This is an optimization exercise on Yosys and OpenROAD, whose aim is small area, a short achievable clock period and few clock cycles per item, not a production implementation. The RTL was checked by simulation tests, not by an equivalence proof against the original design.

// sparse_dot_top
module sparse_dot_top #(
    parameter int MAX_ROWS = sparse_pkg::MAX_DIM,
    parameter int MAX_COLS = sparse_pkg::MAX_DIM
) (
    input  logic                                  clk,
    input  logic                                  rst,
    input  logic                                  load_en,
    input  sparse_pkg::bank_e                     load_bank,
    input  logic [sparse_pkg::INDEX_W-1:0]        load_index,
    input  sparse_pkg::word_t                     load_data,
    input  logic                                  start,
    input  logic [sparse_pkg::DIM_W-1:0]          num_rows,
    input  logic [sparse_pkg::DIM_W-1:0]          num_cols,
    input  logic [sparse_pkg::LANES*MAX_ROWS-1:0] bitmap_a,
    input  logic [sparse_pkg::LANES*MAX_COLS-1:0] bitmap_b,
    output logic                                  busy,
    output logic                                  done,
    output logic                                  result_valid,
    output logic [sparse_pkg::DIM_W-1:0]          result_row,
    output logic [sparse_pkg::DIM_W-1:0]          result_col,
    output sparse_pkg::acc_t                      result_value
);
    logic              issue;
    logic              issue_last;
    logic [1:0]        pair_mask;
    logic [2:0]        row;
    logic [2:0]        col;
    logic [2:0]        ka0;
    logic [2:0]        ka1;
    logic [2:0]        kb0;
    logic [2:0]        kb1;
  ...
Size in the first run: ~800 flip-flops, ~41000 um^2 of cells after synthesis.
export LEC_CHECK = 0
export ABC_CLOCK_PERIOD_IN_PS = 3000
export CAP_MARGIN = 20
export CORE_MARGIN = 2
export CORE_UTILIZATION = 60
export CTS_CLUSTER_DIAMETER = 80
export CTS_CLUSTER_SIZE = 25
export SLEW_MARGIN = 20
create_clock -name core_clock -period 10.0 [get_ports {clk}]
standard.sh (not shown) runs the stock make flow with config.mk's settings and CLKGATE_MAP_FILE= SYNTH_SCRIPT=/design/flow/synth_recipe.tcl, a recipe that flattens the netlist after the stock synthesis.
==> flow/flow/run.sh <==
#!/bin/bash
# The standard layout, with timing repair aiming below the design's clock
# period (the SDC is unchanged; only the repair margin is raised). Extra make
# variables, one per line, come from flow/args.txt.
set -euo pipefail
mapfile -t ARGS < flow/args.txt
bash standard.sh "${ARGS[@]}" finish > standard_finish.log 2>&1
==> flow/flow/args.txt <==
SETUP_SLACK_MARGIN=6.7
BUFFER_PORTS_ARGS=-buffer_cell sky130_fd_sc_hd__buf_2
The first run ran to the end with no violations.
Testbench counts at the start, summed over its fixed seeds: cycles 10,520, items 9,944.
Next try:
==> flow/flow/args.txt (replaced) <==
SETUP_SLACK_MARGIN=6.6
BUFFER_PORTS_ARGS=-buffer_cell sky130_fd_sc_hd__buf_2
- CORE_UTILIZATION: 60 -> 70
- CTS_CLUSTER_SIZE: 25 -> 30
After rerunning: Cell area shrinks by 0.68%; first-iteration DRC count grows by 8.3%; wire length shrinks by 1.8%; worst hold slack degrades by 9.4 ps; cell count shrinks by 2.6%.
Next try:
==> flow/flow/args.txt (replaced) <==
SETUP_SLACK_MARGIN=6.8
- CORE_UTILIZATION: 70 -> 60
- CTS_CLUSTER_DIAMETER: 80 -> unset
- CTS_CLUSTER_SIZE: 30 -> unset
The new run produced a clean layout. Final area went up by a few percent. Area after synthesis is unchanged. Fmax went down slightly. Worst hold slack loses 13 ps. Clock skew went down by 3.3 ps. Synthesized cell count is unchanged. Register-to-register slack loses 20 ps. Non-clock buffer count went up by 53.
Next try:
==> flow/flow/args.txt (replaced) <==
SETUP_SLACK_MARGIN=6.7
BUFFER_PORTS_ARGS=-buffer_cell sky130_fd_sc_hd__buf_2
- CTS_CLUSTER_DIAMETER: unset -> 80
- CTS_CLUSTER_SIZE: unset -> 30
- GPL_TIMING_DRIVEN: unset -> 1
Result: The changed run completed with no timing, DRC or antenna violations; core utilization is lower by 3.9 points; wire length is lower by 5.4%; global-route usage is lower by 1.6 points; final cell count is lower by 3.1%; final area is lower by 5.5%; count of clock-buffer cells in the layout is lower by 49.

Starting RTL as in the previous note.
export LEC_CHECK = 0
export ABC_CLOCK_PERIOD_IN_PS = 3000
export CAP_MARGIN = 20
export CORE_MARGIN = 2
export CORE_UTILIZATION = 60
export CTS_CLUSTER_DIAMETER = 80
export CTS_CLUSTER_SIZE = 30
export PLACE_DENSITY = 0.75
export SLEW_MARGIN = 20
create_clock -name core_clock -period 10.0 [get_ports {clk}]
==> flow/flow/args.txt <==
SETUP_SLACK_MARGIN=6.7
BUFFER_PORTS_ARGS=-buffer_cell sky130_fd_sc_hd__buf_2
Scripts as last shown in full above: flow/flow/run.sh
Testbench counts at the start, summed over its fixed seeds: cycles 10,520, items 9,944.
Rerun with:
==> flow/flow/args.txt (replaced) <==
SETUP_SLACK_MARGIN=6.65
BUFFER_PORTS_ARGS=-buffer_cell sky130_fd_sc_hd__buf_2
--- a/flow/config.mk
+++ b/flow/config.mk
@@ -12,4 +12,3 @@
 export CTS_CLUSTER_DIAMETER = 80
 export CTS_CLUSTER_SIZE = 30
-export PLACE_DENSITY = 0.75
 export SLEW_MARGIN = 20
=> Via count is lower by 2.5%; critical path depth rises by 1; register-to-register slack gets worse by 0.05 ns; die area does not change.
Rerun with:
==> flow/flow/args.txt (replaced) <==
SETUP_SLACK_MARGIN=6.5
BUFFER_PORTS_ARGS=-buffer_cell sky130_fd_sc_hd__buf_2
The new run finished clean.
Worst setup slack gets worse by 0.21 ns.
Final area falls by 0.82%.
Fmax falls by 5.9%.

Starting RTL as in the previous note.
Design sparse_dot_top, start of the top module:
module sparse_dot_top #(
    parameter int MAX_ROWS = sparse_pkg::MAX_DIM,
    parameter int MAX_COLS = sparse_pkg::MAX_DIM
) (
    input  logic                                  clk,
    input  logic                                  rst,
    input  logic                                  load_en,
    input  sparse_pkg::bank_e                     load_bank,
    input  logic [sparse_pkg::INDEX_W-1:0]        load_index,
    input  sparse_pkg::word_t                     load_data,
    input  logic                                  start,
    input  logic [sparse_pkg::DIM_W-1:0]          num_rows,
    input  logic [sparse_pkg::DIM_W-1:0]          num_cols,
    input  logic [sparse_pkg::LANES*MAX_ROWS-1:0] bitmap_a,
    input  logic [sparse_pkg::LANES*MAX_COLS-1:0] bitmap_b,
    output logic                                  busy,
    output logic                                  done,
    output logic                                  result_valid,
    output logic [sparse_pkg::DIM_W-1:0]          result_row,
    output logic [sparse_pkg::DIM_W-1:0]          result_col,
    output sparse_pkg::acc_t                      result_value
);
export LEC_CHECK = 0
export ABC_CLOCK_PERIOD_IN_PS = 3000
export CAP_MARGIN = 20
export CORE_MARGIN = 2
export CORE_UTILIZATION = 60
export CTS_CLUSTER_DIAMETER = 70
export CTS_CLUSTER_SIZE = 35
export SLEW_MARGIN = 20
create_clock -name core_clock -period 10.0 [get_ports {clk}]
==> flow/flow/args.txt <==
SETUP_SLACK_MARGIN=6.7
BUFFER_PORTS_ARGS=-buffer_cell sky130_fd_sc_hd__buf_2
Scripts as last shown in full above: flow/flow/run.sh
The first run produced a clean layout.
Testbench counts at the start, summed over its fixed seeds: cycles 10,520, items 9,944.
Edit:
==> flow/flow/args.txt (replaced) <==
SETUP_SLACK_MARGIN=6.75
BUFFER_PORTS_ARGS=-buffer_cell sky130_fd_sc_hd__buf_2
- CTS_CLUSTER_DIAMETER: 70 -> 80
- CTS_CLUSTER_SIZE: 35 -> 30
After rerunning:
- The new run finished with timing, DRC and antenna clean
- synthesized area is unchanged
- maximum frequency is lower by about 1.5%
- first-iteration DRC count is higher by 8.9%
Edit:
==> flow/flow/args.txt (replaced) <==
SETUP_SLACK_MARGIN=6.7
BUFFER_PORTS_ARGS=-buffer_cell sky130_fd_sc_hd__buf_2
=> Routed wire length falls by 1.9%. Via count falls by 1.4%. Die area stays the same. Worst setup slack improved by 75 ps. Sequential share of layout area rises by 0.43 points. Area after synthesis is unchanged. Design area falls by 1.2%.
Edit:
==> flow/flow/args.txt (replaced) <==
SETUP_SLACK_MARGIN=6.6
BUFFER_PORTS_ARGS=-buffer_cell sky130_fd_sc_hd__buf_2
Utilization goes down by 0.53 points.
Synthesized area stays the same.
Sequential share of layout area goes up by 0.32 points.
Worst hold slack barely changes.
Via count is about the same.
Global-route usage hardly moves.
Edit:
==> flow/flow/args.txt (replaced) <==
SETUP_SLACK_MARGIN=6.7
BUFFER_PORTS_ARGS=-buffer_cell sky130_fd_sc_hd__buf_2
- PLACE_DENSITY: unset -> 0.5
Outcome: The changed run finished clean; wire length stays flat; clock-buffer cell count went down by 1; via count hardly moves; synthesized cell count stays the same; setup slack improves by 57 ps; maximum frequency goes up slightly.
Edit:
- CAP_MARGIN: 20 -> 5
- PLACE_DENSITY: 0.5 -> unset
- SLEW_MARGIN: 20 -> 5
After rerunning:
- design area barely changes
- setup slack got worse by 39 ps
- via count rose slightly
- die area is unchanged
- synthesized cell count stays the same
- sequential share of layout area stays flat
- final cell count stays flat
- synthesized area stays the same
- wire length rose slightly

## separate check: timing with driven ports
In the flow no input, the clock included, has a driving cell. The finished layouts below were timed again as built, in two steps. Step 1 sets driving cells, clkbuf_16 on the clock port and buf_2 on the other inputs (assumed; they add their load-dependent delay and slew). Step 2 times the ports against the registers' clock, not the clock port: input delays grow and output delays shrink by t, the midpoint of the rising clock arrivals with the driver on. Slacks: ideal ports / drivers / drivers and shift; pairs: ideal ports / drivers.
| run | t (ns) | slack for setup (ns) | worst slew at a driven data input, ns |
|---|---|---|---|
| the first run of note 1 | 0.674 | 6.697 / 6.697 / 6.116 | 0.05 |
| the second run of note 1 | 0.663 | 6.633 / 6.633 / 6.016 | 0.05 |
| the third run of note 1 | 0.708 | 6.615 / 6.615 / 6.120 | 0.07 |
| the fourth run of note 1 | 0.661 | 6.685 / 6.685 / 6.108 | 0.05 |
| the first run of note 2 | 0.686 | 6.653 / 6.653 / 6.110 | 0.04 |
| the second run of note 2 | 0.680 | 6.607 / 6.607 / 6.086 | 0.05 |
| the third run of note 2 | 0.674 | 6.396 / 6.438 / 5.764 | 0.05 |
| the first run of note 3 | 0.672 | 6.660 / 6.660 / 6.117 | 0.05 |
| the second run of note 3 | 0.677 | 6.610 / 6.610 / 6.208 | 0.06 |
| the third run of note 3 | 0.661 | 6.685 / 6.685 / 6.108 | 0.05 |
| the fourth run of note 3 | 0.671 | 6.628 / 6.628 / 6.065 | 0.05 |
| the fifth run of note 3 | 0.661 | 6.685 / 6.685 / 6.108 | 0.05 |
| the sixth run of note 3 | 0.671 | 6.646 / 6.646 / 6.111 | 0.05 |
After both steps setup and hold are still met in every run listed. For the third run of note 2, which loses most, drivers alone change the setup slack by +0.042 ns; drivers and shift together by -0.632 ns.
